This design comes from an exercise in tuning for small area, a short achievable clock period and few clock cycles on the open sky130 flow, not from production work.
Only simulation tests tie the RTL to the original design; equivalence was not proved.

==> inputs of lagoon <==
## joint_velocity_limiter_integrator
module joint_velocity_limiter_integrator #(
  parameter int MAX_JOINTS = jvl_pkg::MAX_JOINTS_DEF
) (
  input  logic clk,
  input  logic rst,
  input  logic                                s_axis_tvalid,
  output logic                                s_axis_tready,
  input  logic [jvl_pkg::IN_TDATA_W-1:0]      s_axis_tdata,
  input  logic                                s_axis_tuser,
  output logic                                m_axis_tvalid,
  input  logic                                m_axis_tready,
  output logic [jvl_pkg::OUT_TDATA_W-1:0]     m_axis_tdata,
  input  logic                                cfg_we,
  input  logic [jvl_pkg::CFG_IDX_W-1:0]       cfg_index,
  input  logic [jvl_pkg::CFG_DATA_W-1:0]      cfg_data
);
  localparam int PW = jvl_pkg::POS_W;
  localparam int VW = jvl_pkg::VEL_W;
  localparam int DW = jvl_pkg::DT_W;
  localparam int JW = jvl_pkg::JOINT_W;
  localparam int NJ = 8;
  localparam logic [PW-1:0] CmdMax = PW'(jvl_pkg::VEL_MAX);
  localparam logic [PW-1:0] CmdMin = 32'hFFFA_0000;    
  ...
export LEC_CHECK = 0
export CAP_MARGIN = 20
export CORE_MARGIN = 2
export CORE_UTILIZATION = 40
export SLEW_MARGIN = 20
create_clock -name core_clock -period 24.0 [get_ports {clk}]
standard.sh (not shown) runs the stock make flow with config.mk's settings and CLKGATE_MAP_FILE= SYNTH_SCRIPT=/design/flow/synth_recipe.tcl, a recipe that flattens the netlist after the stock synthesis.
==> flow/flow/run.sh <==
#!/bin/bash
# The standard layout (the standard.sh: standard synthesis, floorplan, power grid,
# placement, CTS, routing), with ORFS's timing repair asked to leave 18 ns of setup
# slack at the design's 24 ns clock, so it works on every path longer than 6 ns.
# The constraints (SDC) and clock period are the design's, unchanged.
set -o pipefail
bash standard.sh SETUP_SLACK_MARGIN=18 finish > standard_flow.log 2>&1
==> yarrow: changes against lagoon <==
--- a/flow/design.v
+++ b/flow/design.v
@@ -1389,17 +1389,19 @@
     end else if (cfg_we) begin
       if (cfg_index == jvl_pkg::CFG_NUM_JOINTS) begin
         num_joints <= cfg_data[jvl_pkg::COUNT_W-1:0];
       end else begin
         default_step <= cfg_data;
       end
     end
   end
-  assign clear = rst || (cfg_we && (cfg_index == jvl_pkg::CFG_NUM_JOINTS));
+  always_ff @(posedge clk) begin
+    clear <= rst || (cfg_we && (cfg_index == jvl_pkg::CFG_NUM_JOINTS));
+  end
   assign default_dt = (default_step != '0) ? default_step : DW'(1);
   logic adv;
   logic [JW-1:0] in_j;
   logic [PW-1:0] in_cmd;
   logic [DW-1:0] in_step, in_dt;
   logic          in_act, in_over, in_under;
   always_comb begin
     in_j     = s_axis_tdata[2:0];
@@ -1407,17 +1409,16 @@
     in_step  = s_axis_tdata[152:133];
     in_dt    = (in_step != '0) ? in_step : default_dt;
     in_act   = num_joints[3] || (in_j < num_joints[2:0]);
     in_over  = !in_cmd[PW-1] && (in_cmd > CmdMax);
     in_under = in_cmd[PW-1] && (in_cmd < CmdMin);
   end
   logic          r0_v, r0_sync, r0_lo_en, r0_hi_en, r0_over, r0_under;
   logic [JW-1:0] r0_j;
-  logic signed [VW-1:0] r0_last, in_last;
   logic [VW-1:0] r0_cmd;
   logic [DW-1:0] r0_dt;
   logic [PW-1:0] r0_pos, r0_lo, r0_hi;
   always_ff @(posedge clk) begin
     if (rst) begin
       r0_v <= 1'b0;
     end else if (adv) begin
       r0_v <= s_axis_tvalid && in_act;
@@ -1431,17 +1432,16 @@
       r0_over  <= in_over;
       r0_under <= in_under;
       r0_dt    <= in_dt;
       r0_pos   <= s_axis_tdata[66:35];
       r0_lo    <= s_axis_tdata[98:67];
       r0_hi    <= s_axis_tdata[130:99];
       r0_lo_en <= s_axis_tdata[131];
       r0_hi_en <= s_axis_tdata[132];
-      r0_last  <= in_last;
     end
   end
   logic signed [VW-1:0] s2_cmd;
   logic signed [PW+1:0] s2_lo_gap, s2_hi_gap;
   logic                 s2_nlo, s2_nhi, s2_cross;
   logic [PW-1:0]        s2_lo, s2_hi;
   always_comb begin
     s2_cmd = r0_over ? CmdMax[VW-1:0] : r0_under ? CmdMin[VW-1:0] : r0_cmd;
@@ -1456,45 +1456,33 @@
       s2_lo = r0_pos;
       s2_hi = r0_pos;
     end else begin
       s2_lo = s2_cross ? r0_hi : r0_lo_en ? r0_lo : PosMin;
       s2_hi = r0_hi_en ? r0_hi : PosMax;
     end
   end
   logic signed [VW-1:0] vel_store [NJ];
-  logic [NJ-1:0]        vel_ok;
-  logic signed [VW-1:0] s2_vel, in_read;
-  logic                 s2_we;
-  always_comb begin
-    in_read = '0;
-    for (int k = 0; k < NJ; k++) begin
-      in_read = in_read | (vel_store[k] & {VW{vel_ok[k] && (in_j == JW'(k))}});
-    end
-  end
-  assign s2_we   = adv && r0_v && !r0_sync;
-  assign in_last = (r0_v && !r0_sync && (in_j == r0_j)) ? s2_vel : in_read;
+  logic signed [VW-1:0] s2_last, s2_vel;
+  assign s2_last = vel_store[r0_j];
   jvl_limit u_limit (
     .cmd     (s2_cmd),
-    .last    (r0_last),
+    .last    (s2_last),
     .dt      (r0_dt),
     .near_lo (s2_nlo),
     .near_hi (s2_nhi),
     .vel     (s2_vel)
   );
   always_ff @(posedge clk) begin
-    if (s2_we) begin
-      vel_store[r0_j] <= s2_vel;
-    end
-  end
-  always_ff @(posedge clk) begin
-    if (clear) begin
-      vel_ok <= '0;
-    end else if (s2_we) begin
-      vel_ok[r0_j] <= 1'b1;
+    for (int k = 0; k < NJ; k++) begin
+      if (clear) begin
+        vel_store[k] <= '0;
+      end else if (adv && r0_v && !r0_sync && (r0_j == JW'(k))) begin
+        vel_store[k] <= s2_vel;
+      end
     end
   end
   logic          r2_v, r2_sync;
   logic [JW-1:0] r2_j;
   logic signed [VW-1:0] r2_vel;
   logic [DW-1:0] r2_dt;
   logic [PW-1:0] r2_lo, r2_hi;
   always_ff @(posedge clk) begin
@@ -1510,74 +1498,61 @@
       r2_j    <= r0_j;
       r2_vel  <= s2_vel;
       r2_dt   <= r0_dt;
       r2_lo   <= s2_lo;
       r2_hi   <= s2_hi;
     end
   end
   logic signed [VW-1:0] s3_step;
-  logic signed [PW-1:0] s3_read, s3_last, s4_tgt;
   jvl_mul u_mul (
     .v    (r2_vel),
     .dt   (r2_dt),
     .step (s3_step)
   );
   logic          r3_v, r3_sync;
   logic [JW-1:0] r3_j;
   logic signed [VW-1:0] r3_vel, r3_step;
-  logic signed [PW-1:0] r3_last;
   logic [PW-1:0] r3_lo, r3_hi;
   always_ff @(posedge clk) begin
     if (rst) begin
       r3_v <= 1'b0;
     end else if (adv) begin
       r3_v <= r2_v;
     end
   end
   always_ff @(posedge clk) begin
     if (adv) begin
       r3_sync <= r2_sync;
       r3_j    <= r2_j;
       r3_vel  <= r2_vel;
       r3_step <= s3_step;
-      r3_last <= s3_last;
       r3_lo   <= r2_lo;
       r3_hi   <= r2_hi;
     end
   end
   logic signed [PW-1:0] tgt_store [NJ];
-  logic [NJ-1:0]        tgt_ok;
-  logic                 s4_res, s4_we;
-  always_comb begin
-    s3_read = '0;
-    for (int k = 0; k < NJ; k++) begin
-      s3_read = s3_read | (tgt_store[k] & {PW{tgt_ok[k] && (r2_j == JW'(k))}});
-    end
-  end
-  assign s4_we   = adv && r3_v;
-  assign s4_res  = s4_we && !r3_sync;
-  assign s3_last = (r3_v && (r2_j == r3_j)) ? s4_tgt : s3_read;
+  logic signed [PW-1:0] s4_last, s4_tgt;
+  logic                 s4_res;
+  assign s4_last = tgt_store[r3_j];
+  assign s4_res  = adv && r3_v && !r3_sync;
   jvl_integrate u_integrate (
     .step        (r3_step),
-    .target      (r3_last),
+    .target      (s4_last),
     .lo          (r3_lo),
     .hi          (r3_hi),
     .target_next (s4_tgt)
   );
   always_ff @(posedge clk) begin
-    if (s4_we) begin
-      tgt_store[r3_j] <= s4_tgt;
-    end
-  end
-  always_ff @(posedge clk) begin
-    if (clear) begin
-      tgt_ok <= '0;
-    end else if (s4_we) begin
-      tgt_ok[r3_j] <= 1'b1;
+    for (int k = 0; k < NJ; k++) begin
+      if (clear) begin
+        tgt_store[k] <= '0;
+      end else if (adv && r3_v && (r3_j == JW'(k))) begin
+        tgt_store[k] <= s4_tgt;
+      end
     end
   end
   localparam int OW = VW + PW + JW;
   logic          out_v, skid_v, rdy, out_free, out_v_nx, skid_v_nx;
   logic [OW-1:0] out_d, skid_d, s4_d;
   assign s4_d     = {r3_vel, s4_tgt, r3_j};
   assign out_free = !out_v || m_axis_tready;
   assign adv      = !skid_v;
@@ -1602,16 +1577,16 @@
     end
   end
   always_ff @(posedge clk) begin
     if (out_free) begin
       out_d <= skid_v ? skid_d : s4_d;
     end
   end
   always_ff @(posedge clk) begin
-    if (adv) begin
+    if (!out_free && s4_res) begin
       skid_d <= s4_d;
     end
   end
   assign s_axis_tready = rdy;
   assign m_axis_tvalid = out_v;
   assign m_axis_tdata  = {1'b0, out_d};
 endmodule
==> flow/run.sh (new file) <==
#!/bin/bash
# synth_recipe.tcl (not shown) runs the flow's synth.tcl, then flattens the netlist and writes it again
# the make line also repeats each setting of config.mk as NAME=value (left out here)
make -C /OpenROAD-flow-scripts/flow DESIGN_CONFIG=/design/flow/config.mk WORK_HOME=/design/flow/orfs CLKGATE_MAP_FILE= SYNTH_SCRIPT=/design/flow/synth_recipe.tcl finish
removed: flow/flow/run.sh
removed: flow/standard.sh
==> garnet: changes against lagoon <==
==> flow/flow/run.sh (replaced) <==
#!/bin/bash
# The standard layout (the standard.sh: standard synthesis, floorplan, power grid,
# placement, CTS, routing), with ORFS's timing repair asked to leave 17 ns of setup
# slack at the design's 24 ns clock, so it works on every path longer than 7 ns.
# The constraints (SDC) and clock period are the design's, unchanged.
set -o pipefail
bash standard.sh SETUP_SLACK_MARGIN=17 finish > standard_flow.log 2>&1
==> flow_metrics.py <==
metrics = {
    "outcome": {
        "status": "finished clean",
    },
    "logic_synthesis": {
        "area_of_the_mapped_netlist_mm2": 0.0626,
        "synth.top_cell.area_share_pct": 22.6,
        "netlist-cell-type-count": 105,
    },
    "floorplan": {
        "die-width_um": 400,
    },
    "setup_path": {
        "required_ns": 24.37,
        "worst_setup_path_start_kind": "flop",
    },
    "sta": {
        "timing.fmax_mhz": 103,
        "grt_setup_unrepaired": "no",
    },
    "placed_design": {
        "numPlacedInstances": 8834,
        "place.gp.congestion": 0.904,
    },
}
(the above is from yarrow)
==> flow_metrics.py <==
metrics = {
    "final_layout": {
        "non_clock_buffer_area_share_pct": 5.85,
        "layout-drive-gt1-share_pct": 9.56,
        "numSequentialCells": 984,
    },
    "logic_synthesis": {
        "netlist-cell-type-count": 93,
        "synth.top_cell.area_share_pct": 41.6,
    },
    "placed_design": {
        "place_ws_ns": 15.31,
        "place.gp.congestion": 0.918,
        "numPlacedInstances": 8044,
    },
    "outcome": {
        "status": "finished clean",
    },
    "setup_path": {
        "required_ns": 24.60,
    },
    "cts": {
        "root_buffer": "clkbuf_16",
        "ctsHoldBuffers": 0,
    },
    "floorplan": {
        "initial_utilization_pct": 40.3,
    },
    "sta": {
        "timing.fmax_mhz": 145,
    },
}
(the above is from garnet)
==> flow_metrics.py <==
metrics = {
    "detailed_routing": {
        "post_drt_via_cell_ratio": 5.80,
        "via_count": 49176,
    },
    "logic_synthesis": {
        "post_synth_most_frequent_cells": "edfxtp_1 (883), ha_1 (551), nor2_1 (521)",
        "netlist-cell-type-count": 93,
        "synth.top_cell.area_share_pct": 41.6,
        "area_of_the_mapped_netlist_mm2": 0.0638,
    },
    "floorplan": {
        "die-width_um": 403,
    },
    "outcome": {
        "status": "finished clean",
    },
    "sta": {
        "post_route_worst_hold_slack_ns": 0.367,
        "timing.fmax_mhz": 151,
    },
    "setup_path": {
        "rrSetupSlack_ns": 17.40,
        "required_ns": 24.45,
        "worst_setup_path_start_kind": "flop",
        "destination_of_the_critical_timing_path": "r3_step[13]",
        "worst_r2r_path_depth": 27,
    },
    "placed_design": {
        "numPlacedInstances": 8041,
        "place.gp.congestion": 0.907,
    },
}
(the above is from lagoon)
Testbench counts of lagoon, summed over its fixed seeds: cycles 32,160.
Testbench counts of yarrow, summed over its fixed seeds: cycles 32,160.
Testbench counts of garnet, summed over its fixed seeds: cycles 32,160.

## static timing again, ports no longer ideal
The flow's constraints put no driver on any port. The routed layouts listed below were extracted and timed again, unchanged, in two steps.
Step 1: set_driving_cell puts a clkbuf_16 on clk and a buf_2 on each other input, an assumption about the parent block.
Step 2 also shifts input and output timing later by t, the mid clock arrival at the registers, as if the neighbouring blocks saw the same clock.
a / b / c = ideal / step 1 / step 2; a / b = the first two.
run	t (ns)	setup WS [ns]	slew at the worst register clock pin (ns)	pins driven straight from the clock port
lagoon	0.803	17.399 / 17.399 / 17.174	0.07 / 0.07	1
yarrow	0.827	14.298 / 14.298 / 14.298	0.07 / 0.07	1
garnet	0.794	17.082 / 17.090 / 16.295	0.08 / 0.08	1
After both steps setup and hold are still met in every run listed. The setup slack of garnet, which loses most, moves by +0.008 ns with the drivers and by -0.787 ns with both steps.
